This design comes from an exercise in tuning for small area, a short achievable clock period and few clock cycles per item on the open sky130 flow, not from production work.
In this exercise RTL edits were held to simulation tests only and were not proved equivalent to the original.
Power is estimated from default activity; no workload was simulated.

==> module srd_core, before the edit <==
module srd_core (
  input  logic [9:0]     left,
  input  logic [9:0]     right,
  input  logic [9:0]     bottom,
  input  logic [10:0]    rl,       
  input  logic [9:0]     x,
  input  logic [10:0]    r,
  input  logic [9:0]     y,
  input  logic [5:0]     acc,
  input  logic [1:0]     held,
  input  logic           fin,
  input  logic [7:0]     d,
  input  logic           np,
  input  logic           lastb,
  output logic [9:0]     x_n,
  output logic [10:0]    r_n,
  output logic [9:0]     y_n,
  output logic [5:0]     acc_n,
  output logic [1:0]     held_n,
  output logic           fin_n,
  output logic           tokb,     
  output logic           push1,    
  output logic           push2,    
  output logic           ub1,      
  output logic           ub2,      
  output srd_pkg::ent_t  ent0,
  output srd_pkg::ent_t  ent1
);
  logic [10:0] y2;
  logic [10:0] x0w, saw, sbw, sa1, sb1;
  logic [9:0]  x0, y0, sa, sb, fe;
  logic [10:0] r0, rb;
  logic [5:0]  acc0;
  logic [1:0]  held0;
  logic        fin0;
  logic [3:0]  n1, n2;
  logic        done1, done2, fill1, fill2, wrap1, wrap2, e1, e2, wrap, yend;
  logic [7:0]  len1, len2, adva;
  logic [1:0]  advb;
  logic [11:0] raw, rbw;
  srd_pkg::ent_t q1r, q2r;
  always_comb begin
    n1   = d[7:4];
    n2   = d[3:0];
    x0    = x;
    r0    = r;
    y0    = y;
    fin0  = fin;
    acc0  = acc;
    held0 = held;
    case (held0)
      2'd0:    done1 = |n1[3:2];
      2'd1:    done1 = |acc0[1:0];
      2'd2:    done1 = |acc0[3:2];
      default: done1 = 1'b1;
    endcase
    len1  = {acc0, n1[3:2]};
    fill1 = (len1 == 8'd0);
    if (done1) begin
      done2 = |n2[3:2];
      len2  = {6'd0, n2[3:2]};
    end else begin
      case (held0)
        2'd0:    done2 = |n1[1:0];
        2'd1:    done2 = |n1[3:2];
        default: done2 = 1'b1;
      endcase
      len2  = {acc0[1:0], n1, n2[3:2]};
    end
    fill2 = !done1 && (len2 == 8'd0);
    if (done1)      adva = len1;
    else if (done2) adva = len2;
    else            adva = 8'd0;
    advb = (done1 && done2) ? n2[3:2] : 2'd0;
    saw  = {1'b0, x0} + {3'b0, len1};                     
    sbw  = {1'b0, x0} + {3'b0, adva} + {9'b0, advb};      
    sa   = saw[9:0];
    sb   = sbw[9:0];
    raw  = {r0[10], r0} - {4'b0, len1};
    rbw  = {r0[10], r0} - {4'b0, adva} - {10'b0, advb};
    rb   = rbw[10:0];
    wrap1 = fill1 || raw[11];
    wrap2 = fill2 || rbw[11];
    e1   = !fin0 && done1;
    e2   = !fin0 && done2 && !(done1 && wrap1);
    wrap = (e1 && wrap1) || (e2 && wrap2);
    y2   = {1'b0, y0} + 11'd2;
    yend = y2 > {1'b0, bottom};
    x_n   = fin0 ? x0 : (wrap ? left : sb);
    r_n   = fin0 ? r0 : (wrap ? rl : rb);
    y_n   = (wrap && !yend) ? y2[9:0] : y0;
    fin_n = fin0 || (wrap && yend) || lastb;
    if (lastb || fin0 || wrap || e2) begin
      acc_n  = 6'd0;
      held_n = 2'd0;
    end else if (done1) begin
      acc_n  = {2'd0, n2};
      held_n = 2'd1;
    end else begin
      acc_n  = {n1[1:0], n2};
      held_n = held0 + 2'd2;
    end
    fe   = r0[10] ? x0 : right;
    sa1  = saw - 11'd1;
    sb1  = sbw - 11'd1;
    q1r.np    = np;
    q1r.last  = !e2;
    q1r.fd    = wrap1 && yend;
    q1r.color = n1[1:0];
    q1r.ende  = fill1 ? {1'b0, fe} : sa1;
    q1r.y     = y0;
    q1r.x     = x0;
    q2r.np    = np && !e1;
    q2r.last  = 1'b1;
    q2r.fd    = wrap2 && yend;
    q2r.color = n2[1:0];
    q2r.ende  = fill2 ? {1'b0, fe} : sb1;
    q2r.y     = y0;
    q2r.x     = done1 ? sa : x0;
    ent0  = (!fin0 && done1) ? q1r : q2r;
    ent1  = q2r;
    tokb  = np && (fin0 || (!done1 && !done2));
    push1 = e1 || e2;
    push2 = e1 && e2;
    ub1   = !fin0 && (done1 || done2);
    ub2   = !fin0 && done1 && done2;
  end
endmodule
==> flow/config.mk <==
export PLATFORM = sky130hd
export DESIGN_NAME = subpicture_rle_decoder_unit
export DESIGN_NICKNAME = subpicture_rle_decoder_unit
export VERILOG_FILES = /design/flow/design.v
export SDC_FILE = /design/flow/constraint.sdc
export NUM_CORES = 4
export LEC_CHECK = 0
export CAP_MARGIN = 30
export CORE_MARGIN = 2
export CORE_UTILIZATION = 60
export PLACE_DENSITY = 0.72
export SLEW_MARGIN = 30
export TNS_END_PERCENT = 0
==> flow/constraint.sdc <==
create_clock -name core_clock -period 14.0 [get_ports {clk}]
set_input_delay 2.8000 -clock core_clock [delete_from_list [all_inputs] [get_ports {clk}]]
set_output_delay 2.8000 -clock core_clock [all_outputs]
set_load 0.01 [all_outputs]
standard.sh (not shown) runs the stock make flow with config.mk's settings and CLKGATE_MAP_FILE= SYNTH_SCRIPT=/design/flow/synth_recipe.tcl, a recipe that flattens the netlist after the stock synthesis.
==> flow/flow/run.sh <==
#!/bin/bash
# Standard ORFS layout (the standard.sh, standard synthesis unchanged), with
# buf_4 port buffers instead of the default delay cells, timing repair aiming past
# the required slack, and a clock tree with larger sink clusters and no dummy loads.
# Each step's full output goes to its own log here.
set -euo pipefail
EXTRA=("BUFFER_PORTS_ARGS=-buffer_cell sky130_fd_sc_hd__buf_4"
       "SETUP_SLACK_MARGIN=10.0"
       "CTS_ARGS=-sink_clustering_enable -repair_clock_nets -dont_use_dummy_load -sink_clustering_size 24 -sink_clustering_max_diameter 80")
bash standard.sh synth "${EXTRA[@]}" > flow_synth.log 2>&1
bash standard.sh finish "${EXTRA[@]}" > flow_layout.log 2>&1
The first run passed the timing, DRC and antenna checks.
Testbench counts at the start, summed over its fixed seeds: cycles 12,276, bytes 12,000.
Rerun with:
--- a/flow/design.v
+++ b/flow/design.v
@@ -54,13 +54,12 @@
   logic [5:0]  acc0;
   logic [1:0]  held0;
   logic        fin0;
   logic [3:0]  n1, n2;
   logic        done1, done2, fill1, fill2, wrap1, wrap2, e1, e2, wrap, yend;
-  logic [7:0]  len1, len2, adva;
-  logic [1:0]  advb;
-  logic [11:0] raw, rbw;
+  logic [7:0]  len1, len2;
+  logic [8:0]  len12, adv;
   srd_pkg::ent_t q1r, q2r;
   always_comb begin
     n1   = d[7:4];
     n2   = d[3:0];
     x0    = x;
@@ -87,23 +86,21 @@
         default: done2 = 1'b1;
       endcase
       len2  = {acc0[1:0], n1, n2[3:2]};
     end
     fill2 = !done1 && (len2 == 8'd0);
-    if (done1)      adva = len1;
-    else if (done2) adva = len2;
-    else            adva = 8'd0;
-    advb = (done1 && done2) ? n2[3:2] : 2'd0;
-    saw  = {1'b0, x0} + {3'b0, len1};                     
-    sbw  = {1'b0, x0} + {3'b0, adva} + {9'b0, advb};      
-    sa   = saw[9:0];
-    sb   = sbw[9:0];
-    raw  = {r0[10], r0} - {4'b0, len1};
-    rbw  = {r0[10], r0} - {4'b0, adva} - {10'b0, advb};
-    rb   = rbw[10:0];
-    wrap1 = fill1 || raw[11];
-    wrap2 = fill2 || rbw[11];
+    len12 = {1'b0, len1} + {7'd0, n2[3:2]};
+    if (done1) adv = done2 ? len12 : {1'b0, len1};
+    else       adv = done2 ? {1'b0, len2} : 9'd0;
+    saw = {1'b0, x0} + {3'b0, len1};  
+    sbw = {1'b0, x0} + {2'b0, adv};   
+    sa  = saw[9:0];
+    sb  = sbw[9:0];
+    rb = r0 - {2'b0, adv};
+    wrap1 = fill1 || r0[10] || ({2'd0, len1} > r0[9:0]);
+    if (done1) wrap2 = r0[10] || ({1'b0, len12} > r0[9:0]);
+    else       wrap2 = fill2 || r0[10] || ({2'd0, len2} > r0[9:0]);
     e1   = !fin0 && done1;
     e2   = !fin0 && done2 && !(done1 && wrap1);
     wrap = (e1 && wrap1) || (e2 && wrap2);
     y2   = {1'b0, y0} + 11'd2;
     yend = y2 > {1'b0, bottom};
- non-clock buffer count fell by 9
- via count climbs by a few percent
- maximum frequency decreases by a few percent
- clock power came out higher slightly
- die area grows by a few percent
- power shrinks by a few percent
- synthesized area grows by a few percent
- critical path depth went down by 4
- count of clock-buffer cells in the layout grows by 1
- design area came out higher slightly
- core utilization is lower by 0.68 points
Testbench counts after the change, summed over its fixed seeds: cycles 12,276, bytes 12,000.

Setup of run A:
subpicture_rle_decoder_unit, a different RTL version from the one above (not shown whole).
Size: roughly 2100 cells after synthesis, about 460 flip-flops, ~110 I/O pins, ~24000 µm² of cells after synthesis.
==> flow/config.mk <==
export PLATFORM = sky130hd
export DESIGN_NAME = subpicture_rle_decoder_unit
export DESIGN_NICKNAME = subpicture_rle_decoder_unit
export VERILOG_FILES = /design/flow/design.v
export SDC_FILE = /design/flow/constraint.sdc
export NUM_CORES = 4
export LEC_CHECK = 0
export CAP_MARGIN = 40
export CORE_MARGIN = 2
export CORE_UTILIZATION = 50
export PLACE_DENSITY = 0.65
export SLEW_MARGIN = 40
export TNS_END_PERCENT = 0
==> flow/constraint.sdc <==
create_clock -name core_clock -period 14.0 [get_ports {clk}]
set_input_delay 2.8000 -clock core_clock [delete_from_list [all_inputs] [get_ports {clk}]]
set_output_delay 2.8000 -clock core_clock [all_outputs]
set_load 0.01 [all_outputs]
==> flow/flow/run.sh <==
#!/bin/bash
# Standard ORFS layout (the standard.sh, standard synthesis unchanged), with
# buf_1 port buffers instead of the default delay cells, timing repair aiming past
# the required slack, and a clock tree with larger sink clusters and no dummy loads.
# Each step's full output goes to its own log here.
set -euo pipefail
EXTRA=("BUFFER_PORTS_ARGS=-buffer_cell sky130_fd_sc_hd__buf_1"
       "SETUP_SLACK_MARGIN=9.9"
       "CTS_ARGS=-sink_clustering_enable -repair_clock_nets -dont_use_dummy_load -sink_clustering_size 24 -sink_clustering_max_diameter 80")
bash standard.sh synth "${EXTRA[@]}" > flow_synth.log 2>&1
bash standard.sh finish "${EXTRA[@]}" > flow_layout.log 2>&1
Testbench counts of run A, summed over its fixed seeds: cycles 12,276, bytes 12,000.
## Diff of input files: run B against run A
-- flow/design.v --
<<< run A, line 260
  assign b1     = qh2 ? o_take : (qh1 && !o_take);
  assign b2     = qh2 && !o_take;
  logic p_take, p_hold, p_nrdy;
  assign p_take = in_v && (!qh2 || (!tokb && !ub2));
  assign p_hold = in_v && (!qh1 || (!tokb && ((!qh2 && !ub2) || (qh2 && !ub1))));
  assign p_nrdy = o_v ? p_hold : p_take;
  assign proc   = m_tready ? p_take : p_nrdy;
  always_ff @(posedge clk) begin
    if (rst) begin
>>> run B, line 260
  assign b1     = qh2 ? o_take : (qh1 && !o_take);
  assign b2     = qh2 && !o_take;
  assign proc   = in_v && (b0 || (!in_b[1] && b1 && !ub2));
  always_ff @(posedge clk) begin
    if (rst) begin
Comparing run A and run B, the higher simple-gate share of the synthesized area was measured on run B.
Between run A and run B, the flow reports HPWL after detailed placement increasing slightly.
Between run A and run B, the routed wire length on met3 is higher for run A.
Across both runs, global-route usage over all layers was higher for run B than for run A.
From run B to run A, number of nets in the finished design did not move at all.
Run B vs. run A: number of placed instances with taps included decreased by 0.55% relative to the old numbers; portion of the layout cell area used by non-clock buffers increased by 0.53 points relative to the old numbers.
Re part of the power in registers: run A was lower than run B.
Summary — highest ir drop seen on vdd, run B relative to run A: higher, by about 1.1%.
Testbench counts of run B, summed over its fixed seeds: cycles 12,320, bytes 12,000.

subpicture_rle_decoder_unit with an RTL version that a note above also has.
For scale: roughly 2100 cells after synthesis, roughly 460 flip-flops, ~110 I/O pins, about 24000 um2 of cells after synthesis.
export LEC_CHECK = 0
export CAP_MARGIN = 30
export CORE_MARGIN = 2
export CORE_UTILIZATION = 60
export PLACE_DENSITY = 0.72
export SLEW_MARGIN = 30
export TNS_END_PERCENT = 0
create_clock -name core_clock -period 14.0 [get_ports {clk}]
==> flow/flow/run.sh <==
#!/bin/bash
# Standard ORFS layout (the standard.sh, standard synthesis unchanged), with
# buf_1 port buffers instead of the default delay cells, timing repair aiming past
# the required slack, and a clock tree with larger sink clusters and no dummy loads.
# Each step's full output goes to its own log here.
set -euo pipefail
EXTRA=("BUFFER_PORTS_ARGS=-buffer_cell sky130_fd_sc_hd__buf_1"
       "SETUP_SLACK_MARGIN=10.0"
       "CTS_ARGS=-sink_clustering_enable -repair_clock_nets -dont_use_dummy_load -sink_clustering_size 24 -sink_clustering_max_diameter 80")
bash standard.sh synth "${EXTRA[@]}" > flow_synth.log 2>&1
bash standard.sh finish "${EXTRA[@]}" > flow_layout.log 2>&1
Testbench counts at the start, summed over its fixed seeds: cycles 12,276, bytes 12,000.
Edit:
--- a/flow/design.v
+++ b/flow/design.v
@@ -42,20 +42,20 @@
   output logic           tokb,     
   output logic           push1,    
   output logic           push2,    
   output logic           ub1,      
   output logic           ub2,      
   output srd_pkg::ent_t  ent0,
   output srd_pkg::ent_t  ent1
 );
   logic [10:0] y2;
-  logic [10:0] x0w, saw, sbw, sa1, sb1;
-  logic [9:0]  x0, y0, sa, sb, fe;
+  logic [10:0] x0w, saw, sbw, fee;
+  logic [9:0]  x0, y0, sa, sb;
   logic [10:0] r0, rb;
   logic [5:0]  acc0;
   logic [1:0]  held0;
   logic        fin0;
   logic [3:0]  n1, n2;
   logic        done1, done2, fill1, fill2, wrap1, wrap2, e1, e2, wrap, yend;
   logic [7:0]  len1, len2, adva;
   logic [1:0]  advb;
   logic [11:0] raw, rbw;
@@ -115,33 +115,31 @@
       acc_n  = 6'd0;
       held_n = 2'd0;
     end else if (done1) begin
       acc_n  = {2'd0, n2};
       held_n = 2'd1;
     end else begin
       acc_n  = {n1[1:0], n2};
       held_n = held0 + 2'd2;
     end
-    fe   = r0[10] ? x0 : right;
-    sa1  = saw - 11'd1;
-    sb1  = sbw - 11'd1;
+    fee  = r0[10] ? ({1'b0, x0} + 11'd1) : ({1'b0, right} + 11'd1);
     q1r.np    = np;
     q1r.last  = !e2;
     q1r.fd    = wrap1 && yend;
     q1r.color = n1[1:0];
-    q1r.ende  = fill1 ? {1'b0, fe} : sa1;
+    q1r.ende  = fill1 ? fee : saw;
     q1r.y     = y0;
     q1r.x     = x0;
     q2r.np    = np && !e1;
     q2r.last  = 1'b1;
     q2r.fd    = wrap2 && yend;
     q2r.color = n2[1:0];
-    q2r.ende  = fill2 ? {1'b0, fe} : sb1;
+    q2r.ende  = fill2 ? fee : sbw;
     q2r.y     = y0;
     q2r.x     = done1 ? sa : x0;
     ent0  = (!fin0 && done1) ? q1r : q2r;
     ent1  = q2r;
     tokb  = np && (fin0 || (!done1 && !done2));
     push1 = e1 || e2;
     push2 = e1 && e2;
     ub1   = !fin0 && (done1 || done2);
     ub2   = !fin0 && done1 && done2;
@@ -253,19 +251,19 @@
   end
   srd_pkg::ent_t q0, q1;
   logic          qh1, qh2;
   logic          o_v, o_take;
   logic          b0, b1, b2;    
   assign o_take = !o_v || m_tready;
   assign b0     = !qh1 || (!qh2 && o_take);
   assign b1     = qh2 ? o_take : (qh1 && !o_take);
   assign b2     = qh2 && !o_take;
-  assign proc   = in_v && (b0 || (!tokb && ((b1 && !ub2) || (b2 && !ub1))));
+  assign proc   = in_v && (b0 || (!in_b[1] && b1 && !ub2));
   always_ff @(posedge clk) begin
     if (rst) begin
       qh1 <= 1'b0;
       qh2 <= 1'b0;
     end else begin
       qh1 <= !b0 || (proc && push1);
       qh2 <= b2 || (b1 && proc && push1) || (proc && push2);
     end
   end
@@ -278,19 +276,19 @@
     else if (b1)       q1 <= e0;
   end
   logic [3:0][9:0]  bminx, bminy, bmaxy;
   logic [3:0][10:0] bmaxx;
   logic [3:0]  bv;
   logic [9:0]  rs_minx, rs_miny, rs_maxx, rs_maxy;
   logic [9:0]  sminx, sminy, smaxy;
   logic [10:0] smaxx;
   logic [9:0]  nminx, nminy, nmaxy;
-  logic [10:0] nmaxx;
+  logic [10:0] nmaxx, hend;
   logic        pop, np_tok;
   srd_pkg::ent_t h;
   logic [9:0]  o_x, o_y, o_len, o_minx, o_miny, o_maxy;
   logic [10:0] o_maxx;
   logic [1:0]  o_color;
   logic        o_fd, o_last;
   assign pop    = qh1 && o_take;
   assign np_tok = proc && tokb;          
   always_comb begin
@@ -302,19 +300,20 @@
       smaxy = rs_maxy;
     end else begin
       sminx = bminx[h.color];
       sminy = bminy[h.color];
       smaxx = bmaxx[h.color];
       smaxy = bmaxy[h.color];
     end
     nminx = (h.x < sminx) ? h.x : sminx;
     nminy = (h.y < sminy) ? h.y : sminy;
-    nmaxx = (h.ende > smaxx) ? h.ende : smaxx;
+    hend  = h.ende - 11'd1;
+    nmaxx = (hend > smaxx) ? hend : smaxx;
     nmaxy = (h.y > smaxy) ? h.y : smaxy;
   end
   always_ff @(posedge clk) begin
     if (rst) begin
       o_v     <= 1'b0;
       bv      <= 4'h0;
       rs_minx <= srd_pkg::AREA_RIGHT_RST;
       rs_miny <= srd_pkg::AREA_BOTTOM_RST;
       rs_maxx <= srd_pkg::AREA_LEFT_RST;
@@ -343,19 +342,19 @@
         bmaxx[c] <= nmaxx;
         bmaxy[c] <= nmaxy;
       end
     end
   end
   always_ff @(posedge clk) begin
     if (o_take) begin
       o_x     <= h.x;
       o_y     <= h.y;
-      o_len   <= 10'(h.ende - {1'b0, h.x} + 11'd1);
+      o_len   <= 10'(h.ende - {1'b0, h.x});
       o_color <= h.color;
       o_fd    <= h.fd;
       o_last  <= h.last;
       o_minx  <= nminx;
       o_miny  <= nminy;
       o_maxx  <= nmaxx;
       o_maxy  <= nmaxy;
     end
   end
The changed run completed with no timing, DRC or antenna violations.
Area after synthesis came out higher by 1.3%.
Power fell by 4.0%.
Global-route usage shrinks by 0.76 points.
Final area shrinks by 1.4%.
Clock-buffer cell count is lower by 1.
Register-to-register slack gets better by 170 ps.
Worst setup slack improves by 74 ps.
Final cell count rose by 0.33%.
Critical path depth is lower by 4.
Testbench counts after the change, summed over its fixed seeds: cycles 12,320, bytes 12,000.

port drivers added, routing unchanged:
How much do the figures lean on ideal ports? The routed layouts below were timed once more, with nothing changed but the port constraints.
Step 1: set_driving_cell puts a clkbuf_16 on clk and a buf_2 on each other input, an assumption about the parent block.
Step 2 times the ports against the registers' clock, not the clock port: input delays grow and output delays shrink by t, the midpoint of the rising clock arrivals with the driver on.
a / b / c = no drivers / after step 1 / after step 2; a / b = the first two.
| run | t (ns) | setup WS [ns] | slew at the worst register clock pin (ns) | cell pins on the clock port's net |
|---|---|---|---|---|
| the first run of note 1 | 0.609 | 9.733 / 9.733 / 9.196 | 0.10 / 0.10 | 1 |
| the second run of note 1 | 0.620 | 9.544 / 9.544 / 9.070 | 0.10 / 0.10 | 1 |
| run A | 0.617 | 9.560 / 9.560 / 8.983 | 0.10 / 0.10 | 1 |
| run B | 0.611 | 9.674 / 9.701 / 9.089 | 0.09 / 0.09 | 1 |
| the first run of note 3 | 0.625 | 9.675 / 9.675 / 9.086 | 0.11 / 0.11 | 1 |
| the second run of note 3 | 0.617 | 9.749 / 9.782 / 9.165 | 0.09 / 0.09 | 1 |
After both steps setup and hold are still met in every run listed. For the first run of note 3, which loses most, drivers alone change the setup slack by 0.000 ns; drivers and shift together by -0.589 ns.
